This design comes from an exercise in tuning for small area on the open sky130 flow, not from production work.
At most, simulation tests tie the RTL to the original design; equivalence was not proved.
Function not checked in run 6: the RTL went through the layout flow alone.
Power and IR drop assume default switching activity.

[design.v]
package io_pkg;
  localparam int AddrWidth = 32;
  localparam int DataWidth = 32;
  localparam int NumHarts = 2;
endpackage
`timescale 1ns/1ps
module io_fabric (
  input  logic                          clk_i,
  input  logic                          reset_i,
  input  logic                          req_valid_i,
  input  logic [io_pkg::AddrWidth-1:0]  req_addr_i,
  input  logic                          req_wr_i,
  input  logic [io_pkg::DataWidth-1:0]  req_wdata_i,
  input  logic [6:1]                    irq_i,
  output logic                          rsp_valid_o,
  output logic [io_pkg::DataWidth-1:0]  rsp_rdata_o,
  output logic                          rsp_err_o,
  output logic [io_pkg::NumHarts-1:0]   msip_o,
  output logic [io_pkg::NumHarts-1:0]   mtip_o,
  output logic [io_pkg::NumHarts-1:0]   eip_o
);
  logic        clint_hit, plic_hit;
  logic        wr, rd;
  logic [15:0] co;
  logic [21:0] po;
  logic        msip_hit, cmp_hit, time_hit;
  logic        pend_hit, en_hit, claim_hit;
  assign clint_hit = req_addr_i[31:16] == 16'h1140;
  assign plic_hit  = req_addr_i[31:22] == 10'h044;
  assign wr = req_valid_i & req_wr_i;
  assign rd = req_valid_i & ~req_wr_i;
  assign co = req_addr_i[15:0];
  assign po = req_addr_i[21:0];
  assign msip_hit  = clint_hit && co[15:3] == 13'h0000;
  assign cmp_hit   = clint_hit && co[15:4] == 12'h400;
  assign time_hit  = clint_hit && co[15:3] == 13'h17FF;
  assign pend_hit  = plic_hit && po == 22'h001000;
  assign en_hit    = plic_hit && po[21:8] == 14'h0020 && po[6:0] == 7'h00;
  assign claim_hit = plic_hit && po[21:13] == 9'h100 && po[11:0] == 12'h004;
  logic [63:0] mt_q;
  logic [1:0]  presc_q;
  logic        tick;
  logic [63:0] mt_inc;
  logic        twr_lo, twr_hi;
  assign twr_lo = wr & time_hit & ~co[2];
  assign twr_hi = wr & time_hit & co[2];
  assign tick   = &presc_q & ~twr_lo & ~twr_hi;
  logic [7:0]  byte_cin;
  logic [64:0] mt_c;
  always_comb begin
    for (int k = 0; k < 8; k++) begin
      byte_cin[k] = tick;
      for (int j = 0; j < k; j++) begin
        byte_cin[k] = byte_cin[k] & (&mt_q[8*j +: 8]);
      end
    end
    mt_c = '0;
    for (int k = 0; k < 8; k++) begin
      mt_c[8*k] = byte_cin[k];
      for (int i = 8*k; i < 8*k + 8; i++) begin
        mt_inc[i]  = mt_q[i] ^ mt_c[i];
        mt_c[i+1]  = mt_q[i] & mt_c[i];
      end
    end
  end
  always_ff @(posedge clk_i) begin
    if (reset_i) begin
      mt_q    <= '0;
      presc_q <= '0;
    end else begin
      mt_q[31:0]  <= twr_lo ? req_wdata_i : mt_inc[31:0];
      mt_q[63:32] <= twr_hi ? req_wdata_i : mt_inc[63:32];
      presc_q <= (twr_lo || twr_hi) ? 2'd0 : presc_q + 2'd1;
    end
  end
  logic [3:0][31:0] cmpn_q;   
  logic [1:0]       msip_q;
  logic [1:0]       mtip_q;
  logic [31:0] cmp_load_d;
  logic [3:0]  cmp_load;
  assign cmp_load_d = ~(req_wdata_i | {32{reset_i}});
  always_comb begin
    for (int k = 0; k < 4; k++) begin
      cmp_load[k] = reset_i || (wr && cmp_hit && co[3:2] == k[1:0]);
    end
  end
  always_ff @(posedge clk_i) begin
    for (int k = 0; k < 4; k++) begin
      if (cmp_load[k]) begin
        cmpn_q[k] <= cmp_load_d;
      end
    end
  end
  function automatic logic ge(input logic [63:0] x, input logic [63:0] yn);
    logic [63:0] g, p;
    logic [31:0] g1, p1;
    logic [15:0] g2, p2;
    logic [7:0]  g3, p3;
    logic [3:0]  g4, p4;
    logic [1:0]  g5, p5;
    g = x & yn;
    p = x | yn;
    for (int i = 0; i < 32; i++) begin
      g1[i] = g[2*i+1] | p[2*i+1] & g[2*i];
      p1[i] = p[2*i+1] & p[2*i];
    end
    for (int i = 0; i < 16; i++) begin
      g2[i] = g1[2*i+1] | p1[2*i+1] & g1[2*i];
      p2[i] = p1[2*i+1] & p1[2*i];
    end
    for (int i = 0; i < 8; i++) begin
      g3[i] = g2[2*i+1] | p2[2*i+1] & g2[2*i];
      p3[i] = p2[2*i+1] & p2[2*i];
    end
    for (int i = 0; i < 4; i++) begin
      g4[i] = g3[2*i+1] | p3[2*i+1] & g3[2*i];
      p4[i] = p3[2*i+1] & p3[2*i];
    end
    for (int i = 0; i < 2; i++) begin
      g5[i] = g4[2*i+1] | p4[2*i+1] & g4[2*i];
      p5[i] = p4[2*i+1] & p4[2*i];
    end
    ge = g5[1] | p5[1] & g5[0] | p5[1] & p5[0];
  endfunction
  always_ff @(posedge clk_i) begin
    if (reset_i) begin
      msip_q <= '0;
    end else if (wr && msip_hit) begin
      msip_q[co[2]] <= req_wdata_i[0];
    end
  end
  always_ff @(posedge clk_i) begin
    if (reset_i) begin
      mtip_q <= '0;
    end else begin
      mtip_q[0] <= ge(mt_q, {cmpn_q[1], cmpn_q[0]});
      mtip_q[1] <= ge(mt_q, {cmpn_q[3], cmpn_q[2]});
    end
  end
  logic [6:1]      pend_q, clm_q;
  logic [1:0][7:1] en_q;
  logic [1:0]      eip_q;
  logic [7:1]      claim_en;
  logic [6:1]      cand, grant;
  logic [2:0]      claim_id;
  logic            complete;
  assign claim_en = po[12] ? en_q[1] : en_q[0];
  assign cand     = pend_q & claim_en[6:1];
  always_comb begin
    grant = '0;
    for (int n = 6; n >= 1; n--) begin
      if (cand[n]) grant = 6'(1) << (n - 1);
    end
    claim_id = '0;
    for (int n = 1; n <= 6; n++) begin
      if (grant[n]) claim_id = n[2:0];
    end
  end
  assign complete = wr & claim_hit;
  always_ff @(posedge clk_i) begin
    for (int n = 1; n <= 6; n++) begin
      if (reset_i) begin
        pend_q[n] <= 1'b0;
        clm_q[n]  <= 1'b0;
      end else if (pend_q[n]) begin
        if (rd && claim_hit && grant[n]) begin
          pend_q[n] <= 1'b0;
          clm_q[n]  <= 1'b1;
        end
      end else if (clm_q[n]) begin
        if (complete && req_wdata_i[2:0] == n[2:0]) begin
          clm_q[n] <= 1'b0;
        end
      end else begin
        pend_q[n] <= irq_i[n];
      end
    end
  end
  always_ff @(posedge clk_i) begin
    for (int c = 0; c < 2; c++) begin
      if (reset_i) begin
        en_q[c] <= '0;
      end else if (wr && en_hit && po[7] == c[0]) begin
        en_q[c] <= req_wdata_i[7:1];
      end
    end
  end
  always_ff @(posedge clk_i) begin
    if (reset_i) begin
      eip_q <= '0;
    end else begin
      eip_q[0] <= |(pend_q & en_q[0][6:1]);
      eip_q[1] <= |(pend_q & en_q[1][6:1]);
    end
  end
  logic        rsp_valid_q;
  logic        err_q;
  logic [31:0] rdata_d, rdata_q;
  logic [3:0] rd_cmp;
  logic [1:0] rd_time;
  logic       rd_msip, rd_pend, rd_en, rd_claim;
  always_comb begin
    for (int k = 0; k < 4; k++) begin
      rd_cmp[k] = !req_wr_i && cmp_hit && co[3:2] == k[1:0];
    end
    rd_time[0] = !req_wr_i && time_hit && !co[2];
    rd_time[1] = !req_wr_i && time_hit && co[2];
    rd_msip    = !req_wr_i && msip_hit;
    rd_pend    = !req_wr_i && pend_hit;
    rd_en      = !req_wr_i && en_hit;
    rd_claim   = !req_wr_i && claim_hit;
    rdata_d = '0;
    for (int k = 0; k < 4; k++) begin
      rdata_d = rdata_d | ({32{rd_cmp[k]}} & ~cmpn_q[k]);
    end
    rdata_d = rdata_d | ({32{rd_time[0]}} & mt_q[31:0]) | ({32{rd_time[1]}} & mt_q[63:32]);
    rdata_d[0]   = rdata_d[0] | (rd_msip & msip_q[co[2]]);
    rdata_d[6:1] = rdata_d[6:1] | ({6{rd_pend}} & pend_q);
    rdata_d[7:1] = rdata_d[7:1] | ({7{rd_en}} & (po[7] ? en_q[1] : en_q[0]));
    rdata_d[2:0] = rdata_d[2:0] | ({3{rd_claim}} & claim_id);
  end
  always_ff @(posedge clk_i) begin
    if (reset_i) begin
      rsp_valid_q <= 1'b0;
    end else begin
      rsp_valid_q <= req_valid_i;
    end
  end
  always_ff @(posedge clk_i) begin
    err_q   <= !(clint_hit || plic_hit);
    rdata_q <= rdata_d;
  end
  assign rsp_rdata_o = rdata_q;
  assign rsp_valid_o = rsp_valid_q;
  assign rsp_err_o   = err_q;
  assign msip_o      = msip_q;
  assign mtip_o      = mtip_q;
  assign eip_o       = eip_q;
endmodule
[run.sh]
#!/bin/bash
# synth_recipe.tcl (not shown) runs the flow's synth.tcl, then flattens the netlist and writes it again
# the make line also repeats each setting of config.mk as NAME=value (left out here)
make -C /OpenROAD-flow-scripts/flow DESIGN_CONFIG=/design/flow/config.mk WORK_HOME=/design/flow/orfs CLKGATE_MAP_FILE= SYNTH_SCRIPT=/design/flow/synth_recipe.tcl finish
[config.mk]
export PLATFORM = sky130hd
export DESIGN_NAME = io_fabric
export DESIGN_NICKNAME = io_fabric
export VERILOG_FILES = /design/flow/design.v
export SDC_FILE = /design/flow/constraint.sdc
export NUM_CORES = 4
export LEC_CHECK = 0
export CAP_MARGIN = 0
export CORE_MARGIN = 2
export CORE_UTILIZATION = 60
export CTS_BUF_LIST = sky130_fd_sc_hd__clkbuf_16
export CTS_CLUSTER_DIAMETER = 80
export CTS_CLUSTER_SIZE = 30
export GPL_TIMING_DRIVEN = 0
export SLEW_MARGIN = 0
[constraint.sdc]
create_clock -name core_clock -period 4.0 [get_ports {clk_i}]
set_input_delay 0.8000 -clock core_clock [delete_from_list [all_inputs] [get_ports {clk_i}]]
set_output_delay 0.8000 -clock core_clock [all_outputs]
set_load 0.01 [all_outputs]
==> summary.txt, run 1 <==
Post-DR wirelength/cell -> 23.5 µm
Final hold vios -> 0
Largest area contributor in the netlist -> edfxtp_1
Core Rows -> 53
Top-count cell post-synth -> nor2_1
Max IR drop VDD -> 336 µV
Synth area leaders -> edfxtp_1 30%, dfxtp_1 21%, nor2_1 5.8%, ha_1 5.6%, nand2_1 4.5%
Post-CTS Hold Buffers -> 0
Post-Synth XOR/XNOR Area -> 0.00550
Post-synth EDFFs -> 128
Area fraction of the dominant cell type after synthesis -> 0.301
Fmax -> 0.256 GHz
Post-synth top flop -> dfxtp_1
Final wirelength -> 40000 µm
Vert. Die Dim -> 150 µm
PortBufs -> 110
Synth Area in Adders -> 0.0630
Crit path required time -> 4.41 ns
Via count -> 11384
Antenna cells -> 0
DP HPWL -> 29100 µm
Crit. End Element -> flip-flop
Unrepaired setup endpoints after global routing -> yes
Area growth syn-to-layout -> 17.6%
Setup WS post-layout -> 0.0935 ns
Sequential power share -> 0.621
Most instantiated cells after synthesis -> 196 x nor2_1, 154 x nand2_1, 132 x dfxtp_1
Max-slew headroom -> 0.356
Final setup viols -> 0
Power Dens Cells -> 327 mW/mm²
1st-pass router iterations -> 10
Status -> no timing/DRC/antenna violations
Mux cell area share after synthesis -> 0.0499
Max-slew violation count -> 0
Largest family of logic cells by synthesized area -> compound AO/OA/AOI/OAI gates
Sw Pwr -> 1.19 mW
Clock share of power -> 0.311
RR Startpoint -> mt_q[15]
Cell-internal power -> 3.72 mW
Worst Path Max Fanout -> 6
Synth Area in Compound Gates -> 0.180
WS Path Type -> in2reg
CTS tree -> yes
Total power -> 4.91 mW
Max Cap Viol -> 0
Combinational power share -> 0.068
Leak pwr -> 5.26 nW
Clk buf depth -> 3
Placed insts -> 1674
Worst-path clk slew -> 0.12 ns
Worst-Skew Late Latency -> 0.50 ns
WP data arrival -> 4.31 ns
Cell Area, Synth -> 0.0128 mm²
Period minus WS final -> 3.91 ns
Clk root buf -> clkbuf_16
Distinct cells, synth -> 69
Net Count, Synth -> 1416
Async S/R FF share, synth -> 0
Sequential-to-total area share from yosys stat -> 0.509
Number of CTS-inserted buffers -> 13
DP Worst Slack -> -0.977 ns
CP Launch Type -> primary input
Residual DRC count -> 0
GR Overflow Total -> 0
Initial antenna violation count -> 0
Synth Area in Simple Gates -> 0.165
Pin count of the biggest net entering global routing -> 32
Worst hold start -> presc_q[0]
GRT Total Usage -> 0.357
Worst Hold Class -> reg2reg
GP Congestion -> 0.945
Worst-margin pin slew -> 0.965 ns
Critical path origin -> req_addr_i[19]
H-tree depth -> 1
Initial core utilization -> 0.608
Total die area -> 0.0224 mm²
# IOs -> 114
Share of cells above drive strength 1 -> 0.0820
#FFs+latches synth -> 260
Fin crit share -> 0.977
Vias in the first global route -> 10745
DR vias/cell -> 6.69
Core area -> 0.0210 mm²
Synth warnings -> 1
Synthesized instance count -> 1285
Synth Area per Inst -> 9.92 µm²
Clock Skew -> 0.0198 ns
Total clock sinks -> 260
Fin cells -> 1702
Net switching fraction of the power -> 0.242
# fillers -> 1636
DIE WIDTH -> 150 µm
Detail Route Antenna Nets -> 0
Nets -> 1552
Drt first-iter violations -> 1150
First-pass GRT wire length -> 61100 µm
==> timing repair <==
| item | in CTS | in global routing |
|---|---|---|
| endpoints found under the setup margin | 23 | 16 |
| pin swaps | 14 | 18 |
| setup buffers | 5 | 2 |
| resized for setup | 23 | 22 |
==> cell families (layout without fill, tap and decap cells) <==
kind of cell | Yosys count | after routing
AOI/OAI and AO/OA | 341 | 341
xor gates and xnor gates | 8 | 8
adders and majority gates | 66 | 66
buffers and inverters | 79 | 221
DFF | 260 | 260
muxes | 62 | 62
and+or+nand+nor | 469 | 469
==> power groups by stage <==
stage	registers, mW	clock network, mW	logic (mW)
6_report	3.05	1.53	0.336
5_1_grt	3.06	1.63	0.360
4_1_cts	3.04	1.54	0.329
3_5_place_dp	3.10	0	0.327
3_3_place_gp	3.10	0	0.312
2_1_floorplan	3.05	0	0.159
==> cell type report <==
cell class,instances,area (µm²),area share
repair buffers,121,1240,0.0825
inverters,9,33.8,0.00225
flip-flops and latches,260,6490,0.433
multi-input cells,946,6160,0.411
well taps,275,344,0.0229
clock buffers,14,350,0.0234
plain buffers,70,329,0.0219
clock inverters,7,53.8,0.00359
==> routing by layer <==
| metal | up-vias | track usage | routed length (µm) |
|---|---|---|---|
| met5 | - | 0 | 0 |
| met4 | 0 | 0.142 | 1420 |
| met3 | 105 | 0.0521 | 3640 |
| met2 | 669 | 0.571 | 18700 |
| met1 | 5473 | 0.494 | 16200 |
| li1 | 5137 | - | - |
==> critical path, stage by stage <==
cell and delay (ns):
dlygate4sd2_1 0.23, or4_4 0.51, or2_4 0.28, nor4_4 0.31, and4_1 0.26, buf_6 0.13
nor2b_1 0.09, ha_2 0.20, ha_1 0.17, ha_1 0.18, ha_1 0.19, ha_2 0.18
ha_1 0.18, ha_1 0.18, xnor2_1 0.15, a211oi_1 0.28
==> flip-flops by register name, summed over array words and instances, names as in the netlist, named ones only <==
register     flops
pend_q           6
cmpn_q         128
err_q            1
eip_q            2
rsp_valid_q      1
clm_q            6
en_q            14
presc_q          2
rdata_q         32
mt_q            64
mtip_q           2
==> metrics by stage <==
stage          utilization  hold WS [ns]  area [µm²]  setup TNS, ns
5_1_grt              0.716         0.464       15000        -0.0350
4_1_cts              0.711         0.440       14900              0
3_5_place_dp         0.685         0.424       14400         -22.92
3_3_place_gp         0.681         0.413       14300        -102.43
2_1_floorplan            -         0.404       12800        -0.0535
6_report             0.716         0.441       15000              0
==> worst paths after layout <==
check	depth (start not counted)	slack (ns)	endpoint
max	16	0.09	mt_q[15]
min	1	0.44	presc_q[0]
max reg2reg	16	0.37	mt_q[55]
min reg2reg	1	0.44	presc_q[0]
==> cells in the final DEF (no fill, tap or decap), drive strengths merged, types with 14 or more instances in the layout <==
cell	n
a211oi	14
a21oi	83
a22oi	40
a31oi	14
buf	39
clkbuf	56
clkdlybuf4s50	106
dfxtp	132
edfxtp	128
ha	57
mux2i	49
nand2	155
nand3	14
nand4	24
nor2	196
nor3	19
o21ai	16
o221ai	30
o22ai	81
==> inputs of run 2 (changes only) <==
--- a/config.mk
+++ b/config.mk
@@ -9,7 +9,5 @@
 export CORE_MARGIN = 2
 export CORE_UTILIZATION = 60
-export CTS_BUF_LIST = sky130_fd_sc_hd__clkbuf_16
-export CTS_CLUSTER_DIAMETER = 80
-export CTS_CLUSTER_SIZE = 30
+export CTS_BUF_LIST = sky130_fd_sc_hd__clkbuf_4
 export GPL_TIMING_DRIVEN = 0
 export SLEW_MARGIN = 0
==> run 2 against run 1 <==
Largest power group unchanged. Utilization rose by 2.8 points. Combinational power about the same. Largest cell class unchanged. Maximum frequency rose by 1.3%. Power up 25%. Still clean. Sequential cell count is the same. First-iteration DRC count up 8.9%. Final area rose by 3.9%. Sequential share of layout area down 1.6 points. Sequential power is essentially flat.
==> summary.txt, run 2 <==
Area fraction of the dominant cell type after synthesis -> 0.301 (unchanged)
Cell Area, Synth -> 0.0128 mm² (unchanged)
Pin count of the biggest net entering global routing -> 29 (-9.4%)
Clk buf depth -> 3 (unchanged)
Vias in the first global route -> 11122 (+3.5%)
GR Overflow Total -> 0 (unchanged)
Top-count cell post-synth -> nor2_1
PortBufs -> 110 (unchanged)
Most frequent cells in the layout -> 195 x nor2_1, 154 x nand2_1, 132 x dfxtp_1
Area after DPL -> 0.0144 mm² (unchanged)
Finished layout cell area -> 0.0156 mm² (+3.9%)
Clock Skew -> 0.0652 ns (+0.0454 ns)
Most instantiated cells after synthesis -> 196 x nor2_1, 154 x nand2_1, 132 x dfxtp_1
Residual DRC count -> 0 (unchanged)
CTS tree -> yes
WP data arrival -> 4.46 ns (+0.15 ns)
Setup WS post-layout -> 0.145 ns (+0.0520 ns)
Largest register FFs -> 128 (unchanged)
RR Startpoint -> mt_q[15]
Multi-input logic area -> 0.00611 mm² (-0.77%)
Worst Hold Class -> reg2reg
Post-DR wirelength/cell -> 22.5 µm (-4.4%)
Power Dens Cells -> 394 mW/mm² (+20%)
Total clock sinks -> 260 (unchanged)
GP Congestion -> 0.945 (unchanged)
H-tree depth -> 3 (+2)
Synth Area per Inst -> 9.92 µm² (unchanged)
Total die area -> 0.0224 mm² (unchanged)
Register area -> 0.00649 mm² (unchanged)
Final core utilization -> 0.743 (+0.0276)
Synthesized instance count -> 1285 (unchanged)
Clk root buf -> clkbuf_4
Initial antenna violation count -> 1 (+1)
CP Launch Type -> primary input
WS Path Type -> in2reg
Worst-Skew Late Latency -> 0.71 ns (+0.21 ns)
Area growth syn-to-layout -> 22.1%
CP top delay family -> simple AND/OR/NAND/NOR gates
CP max stage cell -> or4_4
Worst-margin pin slew -> 0.943 ns (-0.0221 ns)
DIE WIDTH -> 150 µm (unchanged)
Synth area leaders -> edfxtp_1 30%, dfxtp_1 21%, nor2_1 5.8%, ha_1 5.6%, nand2_1 4.5%
DP HPWL -> 29100 µm (unchanged)
Critical Path Most Common Cell -> ha_4
Initial core utilization -> 0.608 (unchanged)
Worst path max stage delay -> 0.42 ns (-0.09 ns)
Via count -> 11791 (+3.6%)
Number of CTS-inserted buffers -> 70 (+57)
Final hold vios -> 0 (unchanged)
Crit path required time -> 4.61 ns (+0.20 ns)
Net Count, Synth -> 1416 (unchanged)
Core Rows -> 53 (unchanged)
Period minus WS final -> 3.85 ns (-0.0520 ns)
Cells along the critical path -> clkdlybuf4s50_1 > or4_4 > or2_4 > nor4_4 > buf_6 > a41oi_4 > nand3_4 > nor4_4 > and2_4 > ha_4 > ha_4 > ha_4 > ha_4 > ha_4 > ha_4 > ha_4 > xnor2_2 > a211oi_2
Top reg by flops -> cmpn_q
Max IR drop VDD -> 303 µV (-9.7%)
Worst hold start -> presc_q[0]
Post-CTS Hold Buffers -> 0 (unchanged)
GRT Total Usage -> 0.366 (+0.00863)
Worst-path clk slew -> 0.06 ns (-0.06 ns)
Final setup viols -> 0 (unchanged)
Max Cap Viol -> 0 (unchanged)
Detail Route Antenna Nets -> 0 (unchanged)
Final wirelength -> 40600 µm (+1.6%)
DR vias/cell -> 6.52 (-2.5%)
DP Worst Slack -> -0.977 ns (unchanged)
First-pass GRT wire length -> 62300 µm (+1.9%)
Final hold slack -> 0.433 ns (-0.00761 ns)
Worst path bufs/invs -> 2 (unchanged)
Status -> no timing/DRC/antenna violations
Post-synth top flop -> dfxtp_1
# IOs -> 114 (unchanged)
Async S/R FF share, synth -> 0 (unchanged)
Total power -> 6.13 mW (+25%)
Critical path origin -> req_addr_i[16]
Core area -> 0.0210 mm² (unchanged)
Crit. End Element -> flip-flop
Nets -> 1607 (+3.5%)
Distinct cells, synth -> 69 (unchanged)
Worst Path Max Fanout -> 3 (-3)
Largest area contributor in the netlist -> edfxtp_1
Post-synth EDFFs -> 128 (unchanged)
Synth warnings -> 1 (unchanged)
Drt first-iter violations -> 1252 (+8.9%)
# fillers -> 1583 (-3.2%)
Vert. Die Dim -> 150 µm (unchanged)
Share of cells above drive strength 1 -> 0.132 (+0.0499)
Leak pwr -> 5.69 nW (+8.3%)
#FFs+latches synth -> 260 (unchanged)
Fin crit share -> 0.964 (-0.0130)
1st-pass router iterations -> 5 (-5)
Commonest non-fill, non-tap cell in the layout -> nor2_1
Sequential-to-total area share from yosys stat -> 0.509 (unchanged)
Fmax -> 0.259 GHz (+1.3%)
Unrepaired setup endpoints after global routing -> no
Max-slew violation count -> 0 (unchanged)
Biggest regs -> cmpn_q (128), mt_q (64), rdata_q (32)
Max-slew headroom -> 0.371 (+0.0147)
run 2: cell counts after synthesis:
Identical to the previous run, type by type.
run 2: per-stage QoR:
stage | TNS [ns] | std cells
finish | 0 | 1808
global route | 0 | 1808
CTS | 0 | 1805
detailed placement | -22.92 | 1674
global placement | -102.43 | 1670
floorplan | -0.0535 | 1285
run 2: cell type report:
class | count | area share
Buffer | 70 | 0.0209
Clock buffer | 107 | 0.0516
Tap cell | 275 | 0.0221
Inverter | 9 | 0.00217
Timing Repair Buffer | 119 | 0.0787
Multi-Input combinational cell | 946 | 0.393
Clock inverter | 21 | 0.0153
Antenna cell | 1 | 0.000161
Sequential cell | 260 | 0.416
run 2: what timing repair did:
action,4_1_cts,5_1_grt
setup endpoints to repair,12,16
setup buffers,3,2
gates resized for setup,4,25
pin swaps,4,16
run 2: final timing paths:
check | endpoint | slack (ns) | cells after the start
max | mt_q[63] | 0.15 | 18
min | presc_q[0] | 0.43 | 1
max reg2reg | mt_q[55] | 0.35 | 16
min reg2reg | presc_q[0] | 0.43 | 1
run 2: cell families (layout without fill, tap and decap cells):
kind of cell,Yosys count,in the layout,share of synthesized area
compound gates,341,341,0.180
xor+xnor,8,8,0.00550
fa+ha+maj,66,66,0.0630
buf+inv,79,326,0.0277
flops,260,260,0.509
mux,62,62,0.0499
other cells,0,1,0
simple gates,469,469,0.165
run 2: worst reg2reg max path: stages, from the launching register on:
cell and delay, ns:
dfxtp_1 0.31, clkbuf_1 0.36, nand4_1 0.13, nor2_1 0.21, nand2_1 0.17, a41oi_4 0.30
nand3_4 0.17, nor4_4 0.42, ha_1 0.23, ha_2 0.17, ha_2 0.17, ha_1 0.14
ha_1 0.15, ha_2 0.17, ha_2 0.18, xnor2_1 0.08, a211oi_1 0.24
run 2: per-layer routing:
layer / vias up / track usage / wire (µm)
met1: 5624 / 0.496 / 16000
li1: 5313 / - / -
met2: 718 / 0.579 / 18700
met3: 136 / 0.0759 / 4330
met4: 0 / 0.146 / 1560
met5: - / 0 / 0
run 2: power breakdown:
| part | total (mW) | switching, mW | leakage (nW) | internal (mW) |
|---|---|---|---|---|
| registers | 3.05 | 0.123 | 2.30 | 2.92 |
| clock network | 2.75 | 1.14 | 0.605 | 1.61 |
| logic | 0.335 | 0.197 | 2.79 | 0.138 |
==> inputs of run 3 (changes only) <==
==> flow/run.sh (new file) <==
#!/bin/bash
# The standard layout, with every port buffered by the smallest buffer
# cell instead of the default choice. All of make's output goes to
# standard.log in this folder; ORFS's per-step logs stay under orfs/logs/.
set -euo pipefail
export BUFFER_PORTS_ARGS="-buffer_cell sky130_fd_sc_hd__buf_1"
bash standard.sh > standard.log 2>&1
==> standard.sh (new file) <==
#!/bin/bash
# synth_recipe.tcl (not shown) runs the flow's synth.tcl, then flattens the netlist and writes it again
# the make line also repeats each setting of config.mk as NAME=value (left out here)
make -C /OpenROAD-flow-scripts/flow DESIGN_CONFIG=/design/flow/config.mk WORK_HOME=/design/flow/orfs CLKGATE_MAP_FILE= SYNTH_SCRIPT=/design/flow/synth_recipe.tcl "${@:-finish}"
--- a/config.mk
+++ b/config.mk
@@ -8,6 +8,8 @@
 export CAP_MARGIN = 0
 export CORE_MARGIN = 2
-export CORE_UTILIZATION = 60
-export CTS_BUF_LIST = sky130_fd_sc_hd__clkbuf_4
+export CORE_UTILIZATION = 75
+export CTS_BUF_LIST = sky130_fd_sc_hd__clkbuf_16
+export CTS_CLUSTER_DIAMETER = 80
+export CTS_CLUSTER_SIZE = 30
 export GPL_TIMING_DRIVEN = 0
 export SLEW_MARGIN = 0
removed: run.sh
==> run 3 against run 2 <==
Still clean on timing, DRC and antenna. Maximum frequency down 1.7%. Clock skew down 0.047 ns. Setup slack worse by 0.067 ns. Final area down 9.8%. First-iteration DRC count up 62%. Combinational power down 12%. Worst hold slack better by 0.018 ns. Die area down 19%. Largest power group unchanged. Highest routed layer unchanged.
==> summary.txt, run 3 <==
Total die area -> 0.0181 mm² (-19%)
CTS tree -> yes
Register-to-Register Setup Slack -> 0.14 ns (-0.21 ns)
Most frequent cells in the layout -> 195 x nor2_1, 154 x nand2_1, 132 x dfxtp_1
Clk root buf -> clkbuf_16
Worst-path clk slew -> 0.12 ns (+0.06 ns)
Unrepaired setup endpoints after global routing -> no
Sequential-to-total area share from yosys stat -> 0.509 (unchanged)
DIE WIDTH -> 134 µm (-10%)
Post-synth top flop -> dfxtp_1
Fin crit share -> 0.980 (+0.0168)
PortBufs -> 110 (unchanged)
Synth warnings -> 1 (unchanged)
Register area -> 0.00649 mm² (unchanged)
Synth Area per Inst -> 9.92 µm² (unchanged)
Max-slew headroom -> 0.308 (-0.0634)
Area growth syn-to-layout -> 10.1%
Initial core utilization -> 0.769 (+0.160)
Worst setup path endpoint -> mt_q[15]
Synth area leaders -> edfxtp_1 30%, dfxtp_1 21%, nor2_1 5.8%, ha_1 5.6%, nand2_1 4.5%
Status -> no timing/DRC/antenna violations
Top-count cell post-synth -> nor2_1
Multi-input logic area -> 0.00602 mm² (-1.5%)
Post-DR wirelength/cell -> 24.9 µm (+11%)
DR vias/cell -> 7.33 (+12%)
Worst Path Max Fanout -> 6 (+3)
# fillers -> 976 (-38%)
Max IR drop VDD -> 432 µV (+43%)
H-tree depth -> 1 (-2)
Clk buf depth -> 3 (unchanged)
Power Dens Cells -> 345 mW/mm² (-12%)
Final setup viols -> 0 (unchanged)
Crit. End Element -> flip-flop
Biggest regs -> cmpn_q (128), mt_q (64), rdata_q (32)
WP data arrival -> 4.33 ns (-0.13 ns)
Most instantiated cells after synthesis -> 196 x nor2_1, 154 x nand2_1, 132 x dfxtp_1
R2R depth -> 17 (+1)
Fmax -> 0.255 GHz (-1.7%)
Worst-Skew Late Latency -> 0.50 ns (-0.21 ns)
Worst R2R End -> mt_q[63]
Finished layout cell area -> 0.0140 mm² (-9.8%)
Area after DPL -> 0.0136 mm² (-5.4%)
Number of CTS-inserted buffers -> 13 (-81%)
Total power -> 4.85 mW (-21%)
Crit path required time -> 4.41 ns (-0.20 ns)
Vias in the first global route -> 11485 (+3.3%)
Clock Skew -> 0.0183 ns (-0.0469 ns)
1st-pass router iterations -> 6 (+1)
RR Startpoint -> mt_q[15]
#FFs+latches synth -> 260 (unchanged)
Commonest non-fill, non-tap cell in the layout -> nor2_1
Total clock sinks -> 260 (unchanged)
Antenna cells -> 0 (-1)
Cell Area, Synth -> 0.0128 mm² (unchanged)
First-pass GRT wire length -> 61700 µm (-0.96%)
Final hold vios -> 0 (unchanged)
Critical path origin -> req_addr_i[16]
# IOs -> 114 (unchanged)
GR Overflow Total -> 0 (unchanged)
Core Rows -> 47 (-11%)
Setup TNS -> 0 ns (unchanged)
Residual DRC count -> 0 (unchanged)
Top reg by flops -> cmpn_q
Leak pwr -> 4.99 nW (-12%)
Synthesized instance count -> 1285 (unchanged)
Via count -> 12056 (+2.2%)
Drt first-iter violations -> 2025 (+62%)
Routing usage on met1 -> 0.573 (+0.0773)
Largest register FFs -> 128 (unchanged)
Worst-margin pin slew -> 1.04 ns (+0.0951 ns)
Vert. Die Dim -> 134 µm (-10%)
Pin count of the biggest net entering global routing -> 33 (+14%)
Max-slew violation count -> 0 (unchanged)
Detail Route Antenna Nets -> 0 (unchanged)
Largest area contributor in the netlist -> edfxtp_1
Core area -> 0.0166 mm² (-21%)
CP Launch Type -> primary input
GRT Max-Usage Layer -> met2
Period minus WS final -> 3.92 ns (+0.0671 ns)
Net Count, Synth -> 1416 (unchanged)
WS Path Type -> in2reg
Post-synth EDFFs -> 128 (unchanged)
Async S/R FF share, synth -> 0 (unchanged)
GRT met2 Usage -> 0.695 (+0.116)
Share of cells above drive strength 1 -> 0.0639 (-0.0679)
Area fraction of the dominant cell type after synthesis -> 0.301 (unchanged)
DP HPWL -> 28700 µm (-1.2%)
Nets -> 1549 (-3.6%)
GP Congestion -> 0.989 (+4.7%)
Distinct cells, synth -> 69 (unchanged)
Met3 Use GR -> 0.105 (+0.0291)
Max Cap Viol -> 0 (unchanged)
Initial antenna violation count -> 0 (-1)
Final wirelength -> 40900 µm (+0.70%)
GRT Total Usage -> 0.446 (+0.0799)
Worst Hold Class -> reg2reg
==> run 3: cell counts after synthesis <==
No cell type changed its count.
==> run 3: final cells by class <==
class / count / area share
Clock inverter: 8 / 0.00463
Timing Repair Buffer: 118 / 0.0363
Clock buffer: 13 / 0.0232
Multi-Input combinational cell: 946 / 0.429
Sequential cell: 260 / 0.462
Buffer: 70 / 0.0232
Tap cell: 220 / 0.0196
Inverter: 9 / 0.00241
==> run 3: kinds of logic after synthesis <==
| logic type | after synthesis | synth area share |
|---|---|---|
| AOI/OAI and AO/OA | 341 | 0.180 |
| xor gates and xnor gates | 8 | 0.00550 |
| adders and majority gates | 66 | 0.0630 |
| buffers and inverters | 79 | 0.0277 |
| DFF | 260 | 0.509 |
| muxes | 62 | 0.0499 |
| and+or+nand+nor | 469 | 0.165 |
==> run 3: stage by stage <==
stage               cells  hold WS [ns]  worst slack [ns]   util
finish               1644         0.451            0.0783  0.847
global placement     1615         0.415            -0.613  0.815
floorplan            1285         0.404           -0.0237      -
global route         1644         0.451           0.00376  0.847
detailed placement   1618         0.421            -0.665  0.819
CTS                  1640         0.439           0.00523  0.844
==> run 3: how the worst min path moves through the flow <==
stage	startpoint	endpoint	slack, ns	cells past startpoint
after floorplan	presc_q[0]	presc_q[0]	0.40	1
after global placement	presc_q[0]	presc_q[0]	0.42	1
after detailed placement	presc_q[0]	presc_q[0]	0.42	1
after CTS	presc_q[0]	presc_q[0]	0.44	1
after global routing	presc_q[0]	presc_q[0]	0.45	1
final	presc_q[0]	presc_q[0]	0.45	1
==> run 3: power by group <==
group          switching, mW  internal, mW  total, mW
combinational          0.202        0.0913      0.294
sequential             0.125          2.92       3.05
clock                  0.881         0.626       1.51
total                   1.21          3.64       4.85
==> run 3: critical path, cell delays in order <==
cell and delay, ns:
buf_1 0.07, or4_4 0.53, or2_4 0.26, nor4_4 0.33, buf_4 0.17, and4_1 0.17, buf_4 0.16, nor2b_1 0.09
ha_1 0.23, ha_1 0.20, ha_1 0.18, ha_1 0.18, ha_1 0.20, ha_1 0.18, ha_1 0.20, xnor2_1 0.13
a211oi_1 0.24
==> run 3: metal layers <==
layer,wire length [µm],up-vias
met5,0,-
met4,2800,0
met3,5600,276
met2,18200,1124
met1,14300,5533
li1,-,5123
==> run 3: repair_timing <==
action | in CTS | in global routing
gates resized for setup | 3 | 6
setup endpoints to repair | 10 | 11
hold buffers | 0 | 0
buffers inserted | 1 | 4
pin swaps | 2 | 5
cloned | 0 | 0
==> inputs of run 4 (changes only) <==
--- a/config.mk
+++ b/config.mk
@@ -8,5 +8,5 @@
 export CAP_MARGIN = 0
 export CORE_MARGIN = 2
-export CORE_UTILIZATION = 75
+export CORE_UTILIZATION = 60
 export CTS_BUF_LIST = sky130_fd_sc_hd__clkbuf_16
 export CTS_CLUSTER_DIAMETER = 80
==> run 4 against run 3 <==
Sequential power is essentially flat. Synthesized area is the same. Still clean. Die area increased by 24%. Critical path type unchanged. Routed wire length fell by 2.8%.
==> summary.txt, run 4 <==
Total power -> 4.93 mW (+1.8%)
Vias in the first global route -> 10226 (-11%)
DIE WIDTH -> 150 µm (+11%)
Async S/R FF share, synth -> 0 (unchanged)
Mux cell area share after synthesis -> 0.0499 (unchanged)
WS Path Type -> in2reg
Max-slew headroom -> 0.293 (-0.0146)
Worst hold start -> presc_q[0]
DR vias/cell -> 6.58 (-10%)
Clock Skew -> 0.0205 ns (+0.00223 ns)
Drt first-iter violations -> 1203 (-41%)
Sequential-to-total area share from yosys stat -> 0.509 (unchanged)
RR Startpoint -> mt_q[15]
Top-count cell post-synth -> nor2_1
DP HPWL -> 29000 µm (+0.98%)
Initial core utilization -> 0.608 (-0.160)
Net Count, Synth -> 1416 (unchanged)
Worst-Skew Late Latency -> 0.51 ns (about the same)
Worst Hold Class -> reg2reg
Max IR drop VDD -> 463 µV (+7.1%)
Post-synth EDFFs -> 128 (unchanged)
Net switching fraction of the power -> 0.246 (-0.00359)
Routed wl met3 -> 3810 µm (-32%)
#FFs+latches synth -> 260 (unchanged)
Register area -> 0.00649 mm² (unchanged)
Biggest regs -> cmpn_q (128), mt_q (64), rdata_q (32)
GR Overflow Total -> 0 (unchanged)
GRT Total Usage -> 0.352 (-0.0938)
Distinct cells, synth -> 69 (unchanged)
Crit. End Element -> flip-flop
Fin crit share -> 0.981 (+0.00102)
# fillers -> 1719 (+76%)
Clock share of power -> 0.324 (+0.013)
Final core utilization -> 0.677 (-0.170)
Core Rows -> 53 (+13%)
GP Congestion -> 0.929 (-6.1%)
Fin cells -> 1701 (+3.5%)
Multi-input logic area -> 0.00604 mm² (+0.35%)
WL met1 -> 16200 µm (+13%)
Final wirelength -> 39700 µm (-2.8%)
Clk root buf -> clkbuf_16
Top reg by flops -> cmpn_q
Max Cap Viol -> 0 (unchanged)
Worst R2R End -> mt_q[63]
Worst path max stage delay -> 0.52 ns (about the same)
Synth Area per Inst -> 9.92 µm² (unchanged)
Total clock sinks -> 260 (unchanged)
R2R depth -> 17 (unchanged)
Fmax -> 0.255 GHz (-0.10%)
Status -> no timing/DRC/antenna violations
Initial antenna violation count -> 0 (unchanged)
Via count -> 11187 (-7.2%)
WP data arrival -> 4.33 ns (about the same)
Worst path bufs/invs -> 2 (-1)
Placed insts -> 1674 (+3.5%)
Largest family of logic cells by synthesized area -> compound AO/OA/AOI/OAI gates
Post-DR wirelength/cell -> 23.4 µm (-6.1%)
Register-to-Register Setup Slack -> 0.32 ns (+0.18 ns)
Post-CTS Hold Buffers -> 0 (unchanged)
Residual DRC count -> 0 (unchanged)
Core area -> 0.0210 mm² (+26%)
Largest register FFs -> 128 (unchanged)
Cell Area, Synth -> 0.0128 mm² (unchanged)
Area after DPL -> 0.0137 mm² (+0.65%)
Setup TNS -> 0 ns (unchanged)
Wire length on met2 -> 18300 µm (+0.70%)
Post-Synth XOR/XNOR Area -> 0.00550 (unchanged)
Sw Pwr -> 1.21 mW (+0.33%)
Vert. Die Dim -> 150 µm (+11%)
Clk buf depth -> 3 (unchanged)
Max-slew violation count -> 0 (unchanged)
Most frequent cells in the layout -> 196 x nor2_1, 154 x nand2_1, 132 x dfxtp_1
PortBufs -> 110 (unchanged)
CP Launch Type -> primary input
Hold depth -> 1 (unchanged)
Final hold vios -> 0 (unchanged)
Share of cells above drive strength 1 -> 0.0652 (+0.00131)
Worst Path Max Fanout -> 4 (-2)
Number of CTS-inserted buffers -> 14 (+1)
Leak pwr -> 5.02 nW (+0.58%)
Commonest non-fill, non-tap cell in the layout -> nor2_1
Crit path required time -> 4.40 ns (about the same)
Period minus WS final -> 3.93 ns (+0.00407 ns)
Final setup viols -> 0 (unchanged)
Cell-internal power -> 3.72 mW (+2.3%)
Cells along the critical path -> buf_1 > or4_4 > or2_4 > nor4_4 > buf_6 > a41oi_4 > nand3_4 > nor4_4 > and2_4 > ha_4 > ha_4 > ha_2 > ha_2 > ha_4 > ha_4 > ha_4 > xnor2_1 > a211oi_1
Critical path origin -> req_addr_i[16]
CTS tree -> yes
Synthesized instance count -> 1285 (unchanged)
Synth area leaders -> edfxtp_1 30%, dfxtp_1 21%, nor2_1 5.8%, ha_1 5.6%, nand2_1 4.5%
# IOs -> 114 (unchanged)
Pin count of the biggest net entering global routing -> 32 (-3.0%)
Antenna cells -> 0 (unchanged)
WHS Endpoint -> presc_q[0]
Power Dens Cells -> 348 mW/mm² (+0.77%)
Synth Area in Simple Gates -> 0.165 (unchanged)
Total die area -> 0.0224 mm² (+24%)
Post-synth top flop -> dfxtp_1
Synth Area in Compound Gates -> 0.180 (unchanged)
First-pass GRT wire length -> 59900 µm (-3.0%)
DR top layer -> met4
CP max stage cell -> or4_4
Sequential power share -> 0.617 (-0.012)
Most instantiated cells after synthesis -> 196 x nor2_1, 154 x nand2_1, 132 x dfxtp_1
Area fraction of the dominant cell type after synthesis -> 0.301 (unchanged)
Area growth syn-to-layout -> 11.3%
Combinational power share -> 0.059 (-0.002)
Detail Route Antenna Nets -> 0 (unchanged)
Setup WS post-layout -> 0.0743 ns (-0.00407 ns)
Worst-margin pin slew -> 1.05 ns (+0.0122 ns)
1st-pass router iterations -> 6 (unchanged)
Synth Area in Adders -> 0.0630 (unchanged)
Finished layout cell area -> 0.0142 mm² (+1.0%)
Critical Path Most Common Cell -> ha_4
Largest area contributor in the netlist -> edfxtp_1
Unrepaired setup endpoints after global routing -> yes
Synth warnings -> 1 (unchanged)
Final hold slack -> 0.448 ns (-0.00333 ns)
Nets -> 1549 (unchanged)
DP Worst Slack -> -0.652 ns (+0.0122 ns)
H-tree depth -> 1 (unchanged)
Worst-path clk slew -> 0.11 ns (about the same)
CP top delay family -> simple AND/OR/NAND/NOR gates
[run 4: timing repair]
action | CTS | global route
setup endpoints to repair | 8 | 11
pin swaps | 1 | 7
resized for setup | 3 | 6
setup buffers | 0 | 3
[run 4: layout make-up]
type,count,area share
Clock inverter,9,0.00467
Tap cell,275,0.0243
Timing Repair Buffer,117,0.0363
Buffer,70,0.0228
Inverter,9,0.00238
Clock buffer,15,0.0265
Multi-Input combinational cell,946,0.426
Sequential cell,260,0.457
[run 4: cell families (layout without fill, tap and decap cells)]
group | after synthesis | after routing
muxes | 62 | 62
DFF | 260 | 260
AOI/OAI and AO/OA | 341 | 341
adders and majority gates | 66 | 66
xor gates and xnor gates | 8 | 8
buffers and inverters | 79 | 220
and+or+nand+nor | 469 | 469
[run 4: worst max path at each step]
stage | to | slack [ns] | cells after the start
floorplan | mt_q[63] | -0.02 | 17
global placement | mt_q[63] | -0.65 | 18
detailed placement | mt_q[63] | -0.65 | 18
CTS | mt_q[63] | 0.005 | 18
global route | mt_q[55] | -0.03 | 17
finish | mt_q[63] | 0.07 | 18
[run 4: routing by layer]
| layer | GRT usage | vias to the layer above |
|---|---|---|
| li1 | - | 5131 |
| met2 | 0.569 | 648 |
| met5 | 0 | - |
| met3 | 0.0576 | 108 |
| met1 | 0.484 | 5300 |
| met4 | 0.122 | 0 |
[run 4: power groups by stage]
stage | combinational [mW] | sequential, mW | clock [mW]
after floorplan | 0.159 | 3.05 | 0
after global placement | 0.267 | 3.10 | 0
after detailed placement | 0.283 | 3.10 | 0
after CTS | 0.284 | 3.04 | 1.62
after global routing | 0.311 | 3.06 | 1.70
final | 0.291 | 3.05 | 1.60
==> inputs of run 5 (changes only) <==
--- a/config.mk
+++ b/config.mk
@@ -10,5 +10,5 @@
 export CORE_UTILIZATION = 60
 export CTS_BUF_LIST = sky130_fd_sc_hd__clkbuf_16
-export CTS_CLUSTER_DIAMETER = 80
+export CTS_CLUSTER_DIAMETER = 200
 export CTS_CLUSTER_SIZE = 30
 export GPL_TIMING_DRIVEN = 0
==> run 5 against run 4 <==
Still clean on timing, DRC and antenna. Sequential share of layout area rose by 0.30 points. Worst hold slack improved by 0.0021 ns. Setup slack improved by 0.014 ns. Combinational power barely moved. Routed wire length fell by 0.26%. Non-clock buffer count did not move. Critical path depth did not move. Clock power fell by about 10%. Die area did not move. Via count rose by 0.51%. Clock skew fell by 0.0026 ns. Global-route usage fell by 0.070 points.
==> summary.txt, run 5 <==
Status -> no timing/DRC/antenna violations
Fin crit share -> 0.978 (-0.00359)
Initial core utilization -> 0.608 (unchanged)
Combinational power share -> 0.061 (+0.002)
Commonest non-fill, non-tap cell in the layout -> nor2_1
# IOs -> 114 (unchanged)
Cell-internal power -> 3.62 mW (-2.8%)
Core Rows -> 53 (unchanged)
Net Count, Synth -> 1416 (unchanged)
Area after DPL -> 0.0137 mm² (unchanged)
Sequential-to-total area share from yosys stat -> 0.509 (unchanged)
Unrepaired setup endpoints after global routing -> yes
Worst-path clk slew -> 0.12 ns (about the same)
Core area -> 0.0210 mm² (unchanged)
Worst setup path endpoint -> mt_q[63]
Sw Pwr -> 1.16 mW (-4.1%)
Final hold vios -> 0 (unchanged)
Cell Area, Synth -> 0.0128 mm² (unchanged)
Synth warnings -> 1 (unchanged)
Distinct cells, synth -> 69 (unchanged)
Final hold slack -> 0.450 ns (+0.00211 ns)
DR top layer -> met4
Worst-Skew Late Latency -> 0.51 ns (about the same)
Detail Route Antenna Nets -> 0 (unchanged)
Via count -> 11244 (+0.51%)
Clock share of power -> 0.302 (-0.022)
Worst hold start -> presc_q[0]
H-tree depth -> 1 (unchanged)
Crit. End Element -> flip-flop
PortBufs -> 110 (unchanged)
Post-DR wirelength/cell -> 23.4 µm (about the same)
Worst Hold Class -> reg2reg
Initial antenna violation count -> 0 (unchanged)
Fmax -> 0.256 GHz (+0.37%)
Total clock sinks -> 260 (unchanged)
Top-count cell post-synth -> nor2_1
1st-pass router iterations -> 6 (unchanged)
DR vias/cell -> 6.63 (+0.75%)
Worst Path Max Fanout -> 4 (unchanged)
Final wirelength -> 39600 µm (-0.26%)
Synth Area per Inst -> 9.92 µm² (unchanged)
GP Congestion -> 0.929 (unchanged)
WL met1 -> 16200 µm (+0.12%)
Max IR drop VDD -> 383 µV (-17%)
Critical path origin -> req_addr_i[16]
Top reg by flops -> cmpn_q
Wire length on met2 -> 18200 µm (-0.46%)
Most instantiated cells after synthesis -> 196 x nor2_1, 154 x nand2_1, 132 x dfxtp_1
CP Launch Type -> primary input
Net switching fraction of the power -> 0.243 (-0.00249)
Power Dens Cells -> 339 mW/mm² (-2.5%)
Max Cap Viol -> 0 (unchanged)
DP HPWL -> 29000 µm (unchanged)
Clk root buf -> clkbuf_16
Post-synth top flop -> dfxtp_1
Nets -> 1547 (-0.13%)
Area growth syn-to-layout -> 10.5%
Post-synth EDFFs -> 128 (unchanged)
Synthesized instance count -> 1285 (unchanged)
Area fraction of the dominant cell type after synthesis -> 0.301 (unchanged)
Finished layout cell area -> 0.0141 mm² (-0.65%)
Number of CTS-inserted buffers -> 12 (-2)
Post-CTS Hold Buffers -> 0 (unchanged)
Largest register FFs -> 128 (unchanged)
Residual DRC count -> 0 (unchanged)
First-pass GRT wire length -> 59700 µm (-0.32%)
Antenna cells -> 0 (unchanged)
Max-slew headroom -> 0.315 (+0.0224)
Final setup viols -> 0 (unchanged)
CTS tree -> yes
Pin count of the biggest net entering global routing -> 32 (unchanged)
DIE WIDTH -> 150 µm (unchanged)
Async S/R FF share, synth -> 0 (unchanged)
Drt first-iter violations -> 1204 (+0.083%)
Worst R2R End -> mt_q[63]
RR Startpoint -> mt_q[15]
Crit path required time -> 4.43 ns (+0.03 ns)
Largest area contributor in the netlist -> edfxtp_1
# fillers -> 1727 (+0.47%)
Vias in the first global route -> 10172 (-0.53%)
Synth area leaders -> edfxtp_1 30%, dfxtp_1 21%, nor2_1 5.8%, ha_1 5.6%, nand2_1 4.5%
Clock Skew -> 0.0179 ns (-0.00260 ns)
Routed wl met3 -> 3790 µm (-0.66%)
GR Overflow Total -> 0 (unchanged)
Sequential power share -> 0.637 (+0.020)
Total die area -> 0.0224 mm² (unchanged)
WP data arrival -> 4.34 ns (about the same)
GRT Total Usage -> 0.351 (-0.000703)
Leak pwr -> 4.99 nW (-0.47%)
Worst-margin pin slew -> 1.02 ns (-0.0332 ns)
Most frequent cells in the layout -> 196 x nor2_1, 154 x nand2_1, 132 x dfxtp_1
Register-to-Register Setup Slack -> 0.26 ns (-0.06 ns)
Max-slew violation count -> 0 (unchanged)
Clk buf depth -> 3 (unchanged)
Vert. Die Dim -> 150 µm (unchanged)
Biggest regs -> cmpn_q (128), mt_q (64), rdata_q (32)
#FFs+latches synth -> 260 (unchanged)
Share of cells above drive strength 1 -> 0.0605 (-0.00474)
Period minus WS final -> 3.91 ns (-0.0144 ns)
R2R depth -> 17 (unchanged)
WS Path Type -> in2reg
==> run 5: area by class of cell <==
type / count / area, µm² / area share
clock buffer: 13 / 325 / 0.0231
sequential: 260 / 6490 / 0.460
clock inverter: 7 / 33.8 / 0.00240
tap: 275 / 344 / 0.0244
timing repair buffer: 117 / 515 / 0.0366
buffer: 70 / 323 / 0.0229
inverter: 9 / 33.8 / 0.00240
multi-input combinational: 946 / 6030 / 0.428
==> run 5: routing by layer <==
metal  vias to the layer above  global-route usage
li1                       5122                   -
met1                      5375               0.488
met2                       638               0.573
met3                       109              0.0534
met4                         0               0.107
met5                         -                   0
==> run 5: power by group through the flow <==
| stage | Sequential (mW) | Clock [mW] | Combinational (mW) |
|---|---|---|---|
| 3_5_place_dp | 3.10 | 0 | 0.283 |
| 5_1_grt | 3.06 | 1.54 | 0.311 |
| 4_1_cts | 3.04 | 1.44 | 0.284 |
| 2_1_floorplan | 3.05 | 0 | 0.159 |
| 3_3_place_gp | 3.10 | 0 | 0.267 |
| 6_report | 3.05 | 1.44 | 0.290 |
==> run 5: worst max-delay path, cell delays in order <==
cell and delay, ns:
buf_1 0.07, or4_4 0.52, or2_4 0.26, nor4_4 0.37, buf_6 0.16, a41oi_4 0.16, nand3_4 0.21, nor4_4 0.08
and2_4 0.15, ha_2 0.19, ha_4 0.17, ha_2 0.16, ha_2 0.18, ha_4 0.17, ha_4 0.16, ha_4 0.16
xnor2_1 0.12, a211oi_1 0.23
==> run 5: how the worst min path moves through the flow <==
stage	cells after the start	to
global placement	1	presc_q[0]
floorplan	1	presc_q[0]
detailed placement	1	presc_q[0]
global route	1	presc_q[0]
CTS	1	presc_q[0]
finish	1	presc_q[0]
==> run 5: what timing repair did <==
action,in CTS,in global routing
resized for setup,3,5
pin swaps,1,7
setup buffers,0,3
endpoints found under the setup margin,8,11
==> run 5: logic make-up after synthesis <==
family / after synthesis / synth area share
AO/OA/AOI/OAI: 341 / 0.180
XOR/XNOR: 8 / 0.00550
adder cells (fa/ha/maj): 66 / 0.0630
buffers and inverters: 79 / 0.0277
flip-flops: 260 / 0.509
multiplexers: 62 / 0.0499
AND/OR/NAND/NOR: 469 / 0.165
==> run 5: through the flow <==
step | instances | TNS [ns] | utilization | setup slack, ns | power, mW
after floorplan | 1285 | -0.0535 | - | -0.0237 | 3.21
after global placement | 1670 | -47.04 | 0.648 | -0.648 | 3.37
after detailed placement | 1674 | -10.50 | 0.652 | -0.652 | 3.38
after CTS | 1694 | 0 | 0.670 | 0.0155 | 4.77
after global routing | 1697 | -0.0744 | 0.673 | -0.0297 | 4.91
final | 1697 | 0 | 0.673 | 0.0886 | 4.78
==> inputs of run 6 (changes only) <==
--- a/design.v
+++ b/design.v
@@ -64,11 +64,14 @@
     end
   end
-  always_ff @(posedge clk_i) begin
-    if (reset_i) begin
-      mt_q    <= '0;
+  logic [31:0] mt_load_d;
+  assign mt_load_d = req_wdata_i & ~{32{reset_i}};
+  always_ff @(posedge clk_i) begin
+    mt_q[31:0]  <= (twr_lo || reset_i) ? mt_load_d : mt_inc[31:0];
+    mt_q[63:32] <= (twr_hi || reset_i) ? mt_load_d : mt_inc[63:32];
+  end
+  always_ff @(posedge clk_i) begin
+    if (reset_i) begin
       presc_q <= '0;
     end else begin
-      mt_q[31:0]  <= twr_lo ? req_wdata_i : mt_inc[31:0];
-      mt_q[63:32] <= twr_hi ? req_wdata_i : mt_inc[63:32];
       presc_q <= (twr_lo || twr_hi) ? 2'd0 : presc_q + 2'd1;
     end
==> run 6 against run 5 <==
Critical endpoint is now mt_q[63]. Critical path type unchanged. Largest power group unchanged. First-iteration DRC count up 4.2%. Worst hold slack worse by 0.0070 ns. Die area up 0.45%.
==> summary.txt, run 6 <==
DR top layer -> met4
Post-Synth XOR/XNOR Area -> 0.00547 (-0.0000258)
Distinct cells, synth -> 68 (-1.4%)
Post-synth EDFFs -> 128 (unchanged)
Most frequent cells in the layout -> 160 x nand2_1, 137 x nor2_1, 128 x edfxtp_1
#FFs+latches synth -> 260 (unchanged)
Setup WS post-layout -> 0.183 ns (+0.0945 ns)
Worst Hold Class -> reg2reg
# fillers -> 1688 (-2.3%)
Largest register FFs -> 128 (unchanged)
Max-slew violation count -> 0 (unchanged)
Clock Skew -> 0.0153 ns (-0.00261 ns)
Pin count of the biggest net entering global routing -> 32 (unchanged)
Max-slew headroom -> 0.240 (-0.0758)
Placed insts -> 1626 (-2.9%)
Worst Path Max Fanout -> 5 (+1)
Synth Area in Compound Gates -> 0.161 (-0.0194)
Commonest non-fill, non-tap cell in the layout -> nand2_1
CP Launch Type -> primary input
Async S/R FF share, synth -> 0 (unchanged)
Cell-internal power -> 3.85 mW (+6.6%)
DIE WIDTH -> 150 µm (+0.23%)
Via count -> 10866 (-3.4%)
Cell Area, Synth -> 0.0128 mm² (+0.47%)
Synthesized instance count -> 1237 (-3.7%)
WS Path Type -> in2reg
Sequential power share -> 0.600 (-0.037)
Leak pwr -> 5.27 nW (+5.6%)
Synth warnings -> 1 (unchanged)
WL met1 -> 16400 µm (+0.74%)
Combinational power share -> 0.129 (+0.068)
Unrepaired setup endpoints after global routing -> no
CP max stage cell -> nor4_4
Clock share of power -> 0.272 (-0.030)
Core Rows -> 53 (unchanged)
Synth Area in Simple Gates -> 0.147 (-0.0176)
Nets -> 1492 (-3.6%)
Drt first-iter violations -> 1255 (+4.2%)
Sequential-to-total area share from yosys stat -> 0.506 (-0.00238)
Mux cell area share after synthesis -> 0.0947 (+0.0448)
Residual DRC count -> 0 (unchanged)
PortBufs -> 110 (unchanged)
Area growth syn-to-layout -> 10.1%
GRT Total Usage -> 0.345 (-0.00599)
Post-synth top flop -> dfxtp_1
Biggest regs -> cmpn_q (128), mt_q (64), rdata_q (32)
Antenna cells -> 0 (unchanged)
Total clock sinks -> 260 (unchanged)
Wire length on met2 -> 18000 µm (-0.98%)
Critical Path Most Common Cell -> ha_1
R2R depth -> 17 (unchanged)
Total power -> 5.32 mW (+11%)
Max Cap Viol -> 0 (unchanged)
Crit path required time -> 4.38 ns (-0.05 ns)
GR Overflow Total -> 0 (unchanged)
H-tree depth -> 1 (unchanged)
WP data arrival -> 4.19 ns (-0.15 ns)
Worst path max stage delay -> 0.32 ns (-0.20 ns)
Worst-Skew Late Latency -> 0.50 ns (about the same)
Power Dens Cells -> 378 mW/mm² (+11%)
Sw Pwr -> 1.47 mW (+26%)
Post-DR wirelength/cell -> 23.9 µm (+2.4%)
Worst-margin pin slew -> 1.14 ns (+0.123 ns)
Clk root buf -> clkbuf_16
Fin crit share -> 0.954 (-0.0236)
Synth Area in Adders -> 0.0611 (-0.00186)
1st-pass router iterations -> 7 (+1)
Initial core utilization -> 0.609 (+0.000937)
CTS tree -> yes
Period minus WS final -> 3.82 ns (-0.0945 ns)
Net Count, Synth -> 1368 (-3.4%)
Clk buf depth -> 3 (unchanged)
Share of cells above drive strength 1 -> 0.0636 (+0.00316)
Cells along the critical path -> buf_1 > nor4b_1 > nand4b_1 > nor4_4 > buf_4 > a2111oi_2 > nand2_1 > nor3_4 > and2_1 > ha_1 > ha_1 > ha_1 > ha_1 > ha_1 > ha_1 > ha_1 > xor2_1 > nand2_1 > o21ai_0
Hold depth -> 1 (unchanged)
Final setup viols -> 0 (unchanged)
Number of CTS-inserted buffers -> 12 (unchanged)
First-pass GRT wire length -> 58900 µm (-1.4%)
Crit. End Element -> flip-flop
Final wirelength -> 39300 µm (-0.94%)
Fmax -> 0.262 GHz (+2.5%)
Top-count cell post-synth -> nand2_1
Core area -> 0.0210 mm² (+0.32%)
Routed wl met3 -> 3460 µm (-8.6%)
# IOs -> 114 (unchanged)
Worst-path clk slew -> 0.12 ns (about the same)
Area fraction of the dominant cell type after synthesis -> 0.300 (-0.00141)
Vias in the first global route -> 10158 (-0.14%)
Total die area -> 0.0225 mm² (+0.45%)
Status -> no timing/DRC/antenna violations
Synth area leaders -> edfxtp_1 30%, dfxtp_1 21%, ha_1 5.6%, nand2_1 4.7%, mux4_2 4.6%
Top reg by flops -> cmpn_q
Largest family of logic cells by synthesized area -> compound AO/OA/AOI/OAI gates
Final hold slack -> 0.443 ns (-0.00699 ns)
Initial antenna violation count -> 0 (unchanged)
DP HPWL -> 29000 µm (about the same)
DR vias/cell -> 6.62 (-0.12%)
Final hold vios -> 0 (unchanged)
GP Congestion -> 0.915 (-1.6%)
Fin cells -> 1642 (-3.2%)
DP Worst Slack -> -1.16 ns (-0.507 ns)
Vert. Die Dim -> 150 µm (+0.23%)
Max IR drop VDD -> 351 µV (-8.4%)
Synth Area per Inst -> 10.4 µm² (+4.4%)
Net switching fraction of the power -> 0.276 (+0.0326)
Most instantiated cells after synthesis -> 162 x nand2_1, 137 x nor2_1, 132 x dfxtp_1
Largest area contributor in the netlist -> edfxtp_1
Detail Route Antenna Nets -> 0 (unchanged)
## run 6: layout make-up
class | instances | area, µm² | share of cell area
buffer | 62 | 240 | 0.0170
clock buffer | 13 | 325 | 0.0231
clock inverter | 7 | 33.8 | 0.00240
inverter | 15 | 56.3 | 0.00399
multi-input combinational | 895 | 6100 | 0.432
sequential | 260 | 6490 | 0.461
tap | 275 | 344 | 0.0244
timing repair buffer | 115 | 508 | 0.0360
## run 6: path summary, 6_finish.rpt
| path | start | to | slack (ns) |
|---|---|---|---|
| worst min-delay path | presc_q[0] | presc_q[0] | 0.44 |
| worst max-delay path | req_addr_i[29] | mt_q[63] | 0.18 |
| worst max register to register | mt_q[14] | mt_q[63] | 0.19 |
| worst min register to register | presc_q[0] | presc_q[0] | 0.44 |
## run 6: power groups by stage
stage | sequential [mW] | combinational [mW] | clock, mW
after floorplan | 3.16 | 0.457 | 0
after global placement | 3.23 | 0.655 | 0
after detailed placement | 3.23 | 0.680 | 0
after CTS | 3.17 | 0.680 | 1.45
after global routing | 3.21 | 0.750 | 1.54
final | 3.19 | 0.685 | 1.45
## run 6: kinds of logic (layout without fill, tap and decap cells)
group / Yosys count / after routing
AO/OA/AOI/OAI: 316 / 316
flip-flops: 260 / 260
XOR/XNOR: 8 / 8
AND/OR/NAND/NOR: 419 / 419
buffers and inverters: 82 / 212
multiplexers: 88 / 88
adder cells (fa/ha/maj): 64 / 64
## run 6: per-layer routing
| metal | vias to the layer above | GRT usage |
|---|---|---|
| met4 | 0 | 0.120 |
| li1 | 4958 | - |
| met5 | - | 0 |
| met3 | 88 | 0.0521 |
| met2 | 591 | 0.548 |
| met1 | 5229 | 0.487 |
## run 6: timing repair
| action | in CTS | in global routing |
|---|---|---|
| hold buffers | 0 | 0 |
| resized for setup | 10 | 15 |
| gates cloned | 0 | 0 |
| pin swaps | 1 | 1 |
| setup endpoints to repair | 24 | 6 |
| setup buffers | 1 | 0 |
## run 6: worst max-delay path, delay by kind of cell
kind / cells / cell delay [ns]
buffers and inverters: 2 / 0.27
AND/OR/NAND/NOR: 7 / 1.46
AO/OA/AOI/OAI: 2 / 0.16
XOR/XNOR: 1 / 0.15
adder cells (fa/ha/maj): 7 / 1.35
## run 6: per-stage QoR
step           cell area [µm²]   util  setup TNS [ns]
4_1_cts                  14100  0.670               0
3_3_place_gp             13600  0.645         -223.20
3_5_place_dp             13700  0.651          -35.42
6_report                 14100  0.671               0
5_1_grt                  14100  0.671               0
2_1_floorplan            12800      -          -0.921
==> inputs of run 7 (changes only) <==
--- a/design.v
+++ b/design.v
@@ -180,10 +180,14 @@
     end
   end
-  always_ff @(posedge clk_i) begin
+  logic [1:0] en_load;
+  always_comb begin
     for (int c = 0; c < 2; c++) begin
-      if (reset_i) begin
-        en_q[c] <= '0;
-      end else if (wr && en_hit && po[7] == c[0]) begin
-        en_q[c] <= req_wdata_i[7:1];
+      en_load[c] = reset_i || (wr && en_hit && po[7] == c[0]);
+    end
+  end
+  always_ff @(posedge clk_i) begin
+    for (int c = 0; c < 2; c++) begin
+      if (en_load[c]) begin
+        en_q[c] <= mt_load_d[7:1];
       end
     end
--- a/config.mk
+++ b/config.mk
@@ -13,3 +13,4 @@
 export CTS_CLUSTER_SIZE = 30
 export GPL_TIMING_DRIVEN = 0
+export PLACE_DENSITY = 0.75
 export SLEW_MARGIN = 0
==> run 7 against run 6 <==
Still clean on timing, DRC and antenna. Synthesized cell count fell by 7.5%. Non-clock buffer count is 8 lower. Clock power is essentially flat. Sequential share of layout area is 1.3 points higher. First-iteration DRC count decreased by 1.4%. Via count fell by 2.9%. Power rose by 0.38%. Worst hold slack improved by 0.0065 ns. Synthesized area fell by 0.33%. Critical path type unchanged.
==> summary.txt, run 7 <==
Status -> no timing/DRC/antenna violations
PortBufs -> 111 (+0.91%)
Vert. Die Dim -> 150 µm (-0.16%)
Final hold slack -> 0.450 ns (+0.00655 ns)
Total die area -> 0.0225 mm² (-0.32%)
Final setup viols -> 0 (unchanged)
Area fraction of the dominant cell type after synthesis -> 0.334 (+0.0339)
Pin count of the biggest net entering global routing -> 32 (unchanged)
Final wirelength -> 37200 µm (-5.3%)
DIE WIDTH -> 150 µm (-0.16%)
Worst hold start -> presc_q[0]
Post-synth EDFFs -> 142 (+11%)
Leak pwr -> 5.13 nW (-2.6%)
CP Launch Type -> primary input
Via count -> 10552 (-2.9%)
Worst R2R End -> mt_q[62]
Cell Area, Synth -> 0.0128 mm² (-0.33%)
WHS Endpoint -> presc_q[0]
Register-to-Register Setup Slack -> 0.20 ns (about the same)
Crit path required time -> 4.38 ns (about the same)
Multi-input logic area -> 0.00577 mm² (-5.4%)
# fillers -> 1676 (-0.71%)
Drt first-iter violations -> 1238 (-1.4%)
Critical Path Most Common Cell -> ha_1
Post-CTS Hold Buffers -> 0 (unchanged)
Residual DRC count -> 0 (unchanged)
Synthesized instance count -> 1144 (-7.5%)
Fin crit share -> 0.968 (+0.0135)
Max Cap Viol -> 0 (unchanged)
Net Count, Synth -> 1275 (-6.8%)
Commonest non-fill, non-tap cell in the layout -> edfxtp_1
Worst-margin pin slew -> 0.972 ns (-0.169 ns)
Max IR drop VDD -> 481 µV (+37%)
Final hold vios -> 0 (unchanged)
Clk root buf -> clkbuf_16
R2R depth -> 14 (-3)
GR Overflow Total -> 0 (unchanged)
Core Rows -> 53 (unchanged)
Hold depth -> 1 (unchanged)
# IOs -> 114 (unchanged)
WS Path Type -> in2reg
Nets -> 1401 (-6.1%)
Clock Skew -> 0.0287 ns (+0.0134 ns)
Worst path max stage delay -> 0.44 ns (+0.12 ns)
Most frequent cells in the layout -> 142 x edfxtp_1, 123 x nor2_1, 118 x dfxtp_1
RR Startpoint -> mt_q[12]
CTS tree -> yes
Async S/R FF share, synth -> 0 (unchanged)
First-pass GRT wire length -> 56300 µm (-4.4%)
Sequential-to-total area share from yosys stat -> 0.519 (+0.0127)
Worst-Skew Late Latency -> 0.51 ns (about the same)
Biggest regs -> cmpn_q (128), mt_q (64), rdata_q (32)
Top reg by flops -> cmpn_q
DR vias/cell -> 6.80 (+2.8%)
Fmax -> 0.258 GHz (-1.4%)
Share of cells above drive strength 1 -> 0.0948 (+0.0312)
Distinct cells, synth -> 78 (+15%)
Clk buf depth -> 3 (unchanged)
Post-CTS setup buffers -> 0 (-1)
Vias in the first global route -> 10019 (-1.4%)
Most instantiated cells after synthesis -> 142 x edfxtp_1, 123 x nor2_1, 118 x dfxtp_1
H-tree depth -> 1 (unchanged)
Worst Path Max Fanout -> 9 (+4)
GP Congestion -> 0.961 (+5.0%)
Period minus WS final -> 3.87 ns (+0.0541 ns)
Cells along the critical path -> buf_2 > nand4_1 > nor4_2 > nand4_2 > o2111a_1 > nand3_1 > inv_1 > ha_1 > ha_1 > ha_1 > ha_1 > ha_1 > ha_1 > ha_1 > mux2_2
Register area -> 0.00663 mm² (+2.0%)
Power Dens Cells -> 382 mW/mm² (+1.2%)
Area after DPL -> 0.0136 mm² (-0.39%)
Post-synth top flop -> edfxtp_1
Synth area leaders -> edfxtp_1 33%, dfxtp_1 19%, ha_1 5.6%, mux2_2 5.2%, nor2_1 3.6%
run 7: stage by stage:
| step | TNS (ns) | util | total power, mW |
|---|---|---|---|
| floorplan | 0 | - | 3.67 |
| global placement | -14.32 | 0.646 | 3.92 |
| detailed placement | -2.74 | 0.650 | 3.95 |
| CTS | 0 | 0.668 | 5.35 |
| global route | 0 | 0.667 | 5.53 |
| finish | 0 | 0.667 | 5.34 |
run 7: how the worst max path moves through the flow:
stage,cells past startpoint,endpoint,slack (ns)
floorplan,15,mt_q[62],0.27
global placement,15,mt_q[62],-0.36
detailed placement,15,mt_q[62],-0.39
CTS,14,mt_q[62],0.10
global route,14,mt_q[62],0.008
finish,15,mt_q[46],0.13
run 7: cells by family after synthesis:
group                      Yosys count  synth area share
AOI/OAI and AO/OA                  320             0.189
xor gates and xnor gates             8           0.00549
adders and majority gates           58            0.0566
buffers and inverters               90            0.0305
DFF                                260             0.519
muxes                               78            0.0676
and+or+nand+nor                    330             0.132
run 7: per-layer routing:
metal / up-vias / track usage / share of wire
met3: 82 / 0.0479 / 0.093
met1: 5064 / 0.452 / 0.41
met4: 0 / 0.103 / 0.030
met5: - / 0 / 0
met2: 653 / 0.543 / 0.47
li1: 4753 / - / -
run 7: area by class of cell:
class                      count  area share
multi-input combinational    794       0.413
sequential                   260       0.474
inverter                      33     0.00886
buffer                        54      0.0184
clock buffer                  13      0.0233
timing repair buffer         115      0.0360
tap                          275      0.0246
clock inverter                 7     0.00242
run 7: timing repair:
action / in CTS / in global routing
endpoints found under the setup margin: 1 / 1
gates cloned: 0 / 0
gates resized for setup: 1 / 6
run 7: power breakdown:
group          switching [mW]  internal (mW)
registers               0.240           3.02
logic                   0.381          0.273
clock network           0.826          0.603
total                    1.45           3.90

separate check: timing with driven ports:
The flow's constraints put no driver on any port. The routed layouts listed below were extracted and timed again, unchanged, in two steps. Step 1 sets driving cells, clkbuf_16 on the clock port and buf_2 on the other inputs (assumed; they add their load-dependent delay and slew). Step 2 also shifts input and output timing later by t, the mid clock arrival at the registers, as if the neighbouring blocks saw the same clock. Three values: ideal, step 1, step 2; two values: the first two.
| run | t (ns) | slack for setup (ns) | worst setup path at the end |
|---|---|---|---|
| run 1 | 0.536 | 0.093 / 0.123 / -0.413 | input to register |
| run 2 | 0.724 | 0.145 / 0.166 / -0.558 | input to register |
| run 3 | 0.541 | 0.078 / 0.104 / -0.437 | input to register |
| run 4 | 0.548 | 0.074 / 0.105 / -0.443 | input to register |
| run 5 | 0.548 | 0.089 / 0.118 / -0.431 | input to register |
| run 6 | 0.541 | 0.183 / 0.190 / -0.334 | input to register |
| run 7 | 0.536 | 0.129 / 0.152 / -0.384 | input to register |
Met with ideal ports but missed after step 2: setup timing in every run listed. The setup slack of run 2, which loses most, moves by +0.021 ns with the drivers and by -0.703 ns with both steps.
